This design comes from an exercise in tuning for small area, a short achievable clock period and few clock cycles per item on the open sky130 flow, not from production work. The RTL was checked by simulation tests, not by an equivalence proof against the original design. No activity file was given, so power comes from the tool's default toggle rates.

Design mb_booth_mult32, start of the top module:
module mb_booth_mult32 (
    input  logic          clk,
    input  logic          rst,
    input  logic          in_valid,
    input  logic [mb_pkg::N-1:0]  a,
    input  logic [mb_pkg::N-1:0]  b,
    output logic          out_valid,
    output logic [63:0]   product
);
Size in the first run: ~2800 cells after synthesis, about 130 I/O pins.
clock: 10.0 ns
lec_check: 0
cap_margin: 40
core_margin: 2
core_utilization: 65
place_density: 0.75
slew_margin: 50
synth_hierarchical: 1
run.sh (not shown) runs the stock make flow with config.mk's settings and CLKGATE_MAP_FILE= SYNTH_SCRIPT=/design/flow/synth_recipe.tcl, a recipe that flattens the netlist after the stock synthesis.
The first run passed the timing, DRC and antenna checks.
Testbench counts at the start, summed over its fixed seeds: cycles 160,016, items 160,000.
Edit:
==> flow/flow/run.sh (new file) <==
#!/bin/bash
set -euo pipefail
cd "$(dirname "$0")/.."
MARGIN=$(cat flow/setup_margin.txt)
bash standard.sh SETUP_SLACK_MARGIN="$MARGIN" finish > flow_standard.log 2>&1
==> flow/flow/setup_margin.txt (new file) <==
6.4
==> flow/standard.sh (new file) <==
#!/bin/bash
# synth_recipe.tcl (not shown) runs the flow's synth.tcl, then flattens the netlist and writes it again
# the make line also repeats each setting of config.mk as NAME=value (left out here)
make -C /OpenROAD-flow-scripts/flow DESIGN_CONFIG=/design/flow/config.mk WORK_HOME=/design/flow/orfs CLKGATE_MAP_FILE= SYNTH_SCRIPT=/design/flow/synth_recipe.tcl "${@:-finish}"
Settings changed: CAP_MARGIN 40 to 20, CORE_UTILIZATION 65 to 40, PLACE_DENSITY 0.75 to unset, SLEW_MARGIN 50 to 20.
removed: flow/run.sh
Outcome: Clock skew went up by 14 ps; routed wire length went up by 22%; area after synthesis stays the same; via count went up by 3.3%; count of clock-buffer cells in the layout stays the same; flip-flop and latch count does not change; final area went up by about 12%.
Edit:
==> flow/run.sh (new file) <==
#!/bin/bash
# synth_recipe.tcl (not shown) runs the flow's synth.tcl, then flattens the netlist and writes it again
# the make line also repeats each setting of config.mk as NAME=value (left out here)
make -C /OpenROAD-flow-scripts/flow DESIGN_CONFIG=/design/flow/config.mk WORK_HOME=/design/flow/orfs CLKGATE_MAP_FILE= SYNTH_SCRIPT=/design/flow/synth_recipe.tcl finish
removed: flow/flow/run.sh
removed: flow/flow/setup_margin.txt
removed: flow/standard.sh
Result: Sequential cell count is unchanged; critical path depth shrinks by 1; wire length shrinks by roughly a tenth.

job 101:
mb_booth_mult32, a different RTL version from the one above (not shown whole).
For scale: ~29000 sq um of cells after synthesis.
clock: 10.0 ns
lec_check: 0
cap_margin: 20
core_margin: 2
core_utilization: 40
slew_margin: 50
synth_hierarchical: 1
Stock flow here: none of the scripts above is used.
Job 101 reached the final stage; the timing, DRC and antenna checks on its layout passed.
Testbench counts of job 101, summed over its fixed seeds: cycles 160,016, items 160,000.
> inputs changed (job 101 -> job 102)
# job 101
export LEC_CHECK = 0
export CAP_MARGIN = 20
export CORE_MARGIN = 2
export CORE_UTILIZATION = 40
export SLEW_MARGIN = 50
export SYNTH_HIERARCHICAL = 1
create_clock -name core_clock -period 10.0 [get_ports {clk}]
# job 102
export LEC_CHECK = 0
export CAP_MARGIN = 20
export CORE_MARGIN = 2
export CORE_UTILIZATION = 40
export CTS_BUF_LIST = sky130_fd_sc_hd__clkbuf_4 sky130_fd_sc_hd__clkbuf_8
export SLEW_MARGIN = 50
export SYNTH_HIERARCHICAL = 1
create_clock -name core_clock -period 10.0 [get_ports {clk}]
Findings:
Job 102 completed every stage of the flow, and the final layout passed the timing, DRC and antenna checks.
Job 102 ends up with a clock latency on the worst-skew pair that is 0.07 ns higher than in job 101.
In job 102 the met1 track demand over resource turned out 0.18 points lower than in job 101.
Compared job 101 against job 102; total non-filler cell area in the finished layout within noise.
As far as core utilization is concerned, job 102 and job 101 perform about the same.
Job 102 gives more share of power burned in combinational logic than job 101 did.
Compared to job 101, job 102 has starting DRC count in detailed routing about 3% higher.
Looking at job 101 and job 102, the count of filler cells inserted in the layout is a wash.
Between job 101 and job 102, the required time of the critical path is higher for job 102.
Between job 101 and job 102, the flow reports total power of the final layout decreasing slightly.
Input-level comparison between job 103 and job 102:
# job 102
export LEC_CHECK = 0
export CAP_MARGIN = 20
export CORE_MARGIN = 2
export CORE_UTILIZATION = 40
export CTS_BUF_LIST = sky130_fd_sc_hd__clkbuf_4 sky130_fd_sc_hd__clkbuf_8
export SLEW_MARGIN = 50
export SYNTH_HIERARCHICAL = 1
create_clock -name core_clock -period 10.0 [get_ports {clk}]
# job 103
export LEC_CHECK = 0
export CAP_MARGIN = 20
export CORE_MARGIN = 2
export CORE_UTILIZATION = 50
export SLEW_MARGIN = 50
export SYNTH_HIERARCHICAL = 1
create_clock -name core_clock -period 10.0 [get_ports {clk}]
==> summary.txt <==
Comparing job 102 and job 103, the lower area growth from synthesis to layout was measured on job 103.
Sequential power: job 102 vs job 103, no meaningful difference
[compare] base=job 102 new=job 103: wire length of the first global-routing pass lost 2500 microns, total power after layout stayed essentially flat, number of global-route vias before repair moved down, combinational power flat.
diff inputs: job 103 => job 104
# job 103
export LEC_CHECK = 0
export CAP_MARGIN = 20
export CORE_MARGIN = 2
export CORE_UTILIZATION = 50
export SLEW_MARGIN = 50
export SYNTH_HIERARCHICAL = 1
create_clock -name core_clock -period 10.0 [get_ports {clk}]
# job 104
export LEC_CHECK = 0
export CAP_MARGIN = 20
export CORE_MARGIN = 2
export CORE_UTILIZATION = 40
export SLEW_MARGIN = 35
export SYNTH_HIERARCHICAL = 1
create_clock -name core_clock -period 10.0 [get_ports {clk}]
Notes after the runs:
- Job 104: done, clean on timing, DRC and antenna
- When the final numbers for job 104 and job 103 were put side by side, the worst hold slack across all endpoints turned out to be greater in job 103.
- Max count of clock-buffer cells in the layout across job 104 and job 103: job 104
- Re effective utilization at floorplan: job 104 and job 103 aren't equal, and the lower value belongs to job 104.
- Job 104 against job 103: floorplan die width climbed about 12%, area of the multi-input gates barely changed, internal power contribution dropped 0.67%, die area climbed about 25%, final layout net count barely changed.
- Core util | job 104 vs job 103 | job 104 lower
- Re count of TritonRoute iterations in the first routing pass: no difference whatsoever between job 103 and job 104.
#### Input delta (job 105 over job 104)
# job 104
export LEC_CHECK = 0
export CAP_MARGIN = 20
export CORE_MARGIN = 2
export CORE_UTILIZATION = 40
export SLEW_MARGIN = 35
export SYNTH_HIERARCHICAL = 1
create_clock -name core_clock -period 10.0 [get_ports {clk}]
# job 105
export LEC_CHECK = 0
export CAP_MARGIN = 20
export CORE_MARGIN = 2
export CORE_UTILIZATION = 40
export SLEW_MARGIN = 50
export SYNTH_HIERARCHICAL = 1
create_clock -name core_clock -period 10.0 [get_ports {clk}]
==> flow/flow/run.sh (new file) <==
#!/bin/bash
set -euo pipefail
cd "$(dirname "$0")/.."
MARGIN=$(cat flow/setup_margin.txt)
bash standard.sh SETUP_SLACK_MARGIN="$MARGIN" finish > flow_standard.log 2>&1
==> flow/flow/setup_margin.txt (new file) <==
6.35
==> flow/standard.sh (new file) <==
#!/bin/bash
# synth_recipe.tcl (not shown) runs the flow's synth.tcl, then flattens the netlist and writes it again
# the make line also repeats each setting of config.mk as NAME=value (left out here)
make -C /OpenROAD-flow-scripts/flow DESIGN_CONFIG=/design/flow/config.mk WORK_HOME=/design/flow/orfs CLKGATE_MAP_FILE= SYNTH_SCRIPT=/design/flow/synth_recipe.tcl "${@:-finish}"
removed: flow/run.sh
--- outcome ---
- The flow did not stop early for job 105: all stages ran, and the layout cleared the timing, DRC and antenna checks.
- Diff job 104..job 105 | portion of total power attributed to the clock network | negligible
- [compare] base=job 104 new=job 105: global-route wire length before repair +about 3.7%, routed length on met3 +35%.
- In the flow results for job 104 and job 105, the fraction of power consumed by sequential logic is smaller on job 105.
- Against job 104, job 105 reports a final clock period utilization by the worst path that is lower.
- In job 105, the layout net count came out 3.4% above the value in job 104.
- Compared with job 104, in job 105 utilization increased by 3.6 points relative to the old numbers; area of all placed cells without fillers saw an increase.

mb_booth_mult32 again, from the RTL that the note above started with.
Settings: LEC_CHECK=0, CAP_MARGIN=50, CORE_MARGIN=2, CORE_UTILIZATION=40, SLEW_MARGIN=70, SYNTH_HIERARCHICAL=1; clock period 10.0 ns.
Stock flow here: none of the scripts above is used.
Testbench counts at the start, summed over its fixed seeds: cycles 160,016, items 160,000.
Change:
ABC_AREA = 1   (was default)
CAP_MARGIN = 20   (was 50)
SLEW_MARGIN = 50   (was 70)
Result:
- synthesized area is higher by a little under a tenth
- cell area increases slightly
- power is higher by a few percent
- setup slack gets worse by 450 ps
- non-clock buffer count drops by 23
- wire length grows by roughly a tenth
- via count climbs by about a fifth

-- port drivers added, routing unchanged --
No port has a modelled driver above. Below, the same layouts with a new extraction and two added sets of constraints. Step 1 sets driving cells, clkbuf_16 on the clock port and buf_2 on the other inputs (assumed; they add their load-dependent delay and slew). Step 2, shift: input delay + t, output delay - t, t = (earliest + latest rising clock arrival at the registers) / 2. This alone moves slack from input paths to output paths. Three values: ideal, step 1, step 2; two values: the first two.
| run | shift t [ns] | slack for setup (ns) | worst setup path after step 2 |
|---|---|---|---|
| the first run of note 1 | 0.633 | 5.871 / 5.871 / 5.871 | register to register |
| the second run of note 1 | 0.631 | 6.329 / 6.329 / 6.329 | register to register |
| the third run of note 1 | 0.611 | 5.848 / 5.848 / 5.848 | register to register |
| job 101 | 0.632 | 6.098 / 6.098 / 5.696 | input to register |
| job 102 | 0.710 | 6.066 / 6.066 / 5.709 | input to register |
| job 103 | 0.613 | 6.024 / 6.024 / 5.774 | input to register |
| job 104 | 0.633 | 5.853 / 5.853 / 5.701 | input to register |
| job 105 | 0.629 | 6.256 / 6.256 / 5.938 | input to register |
| the first run of note 3 | 0.631 | 6.073 / 6.073 / 6.073 | register to register |
| the second run of note 3 | 0.632 | 5.625 / 5.625 / 5.625 | register to register |
After both steps every run listed still meets setup and hold. For job 101, which loses most, drivers alone change the setup slack by 0.000 ns; drivers and shift together by -0.402 ns.
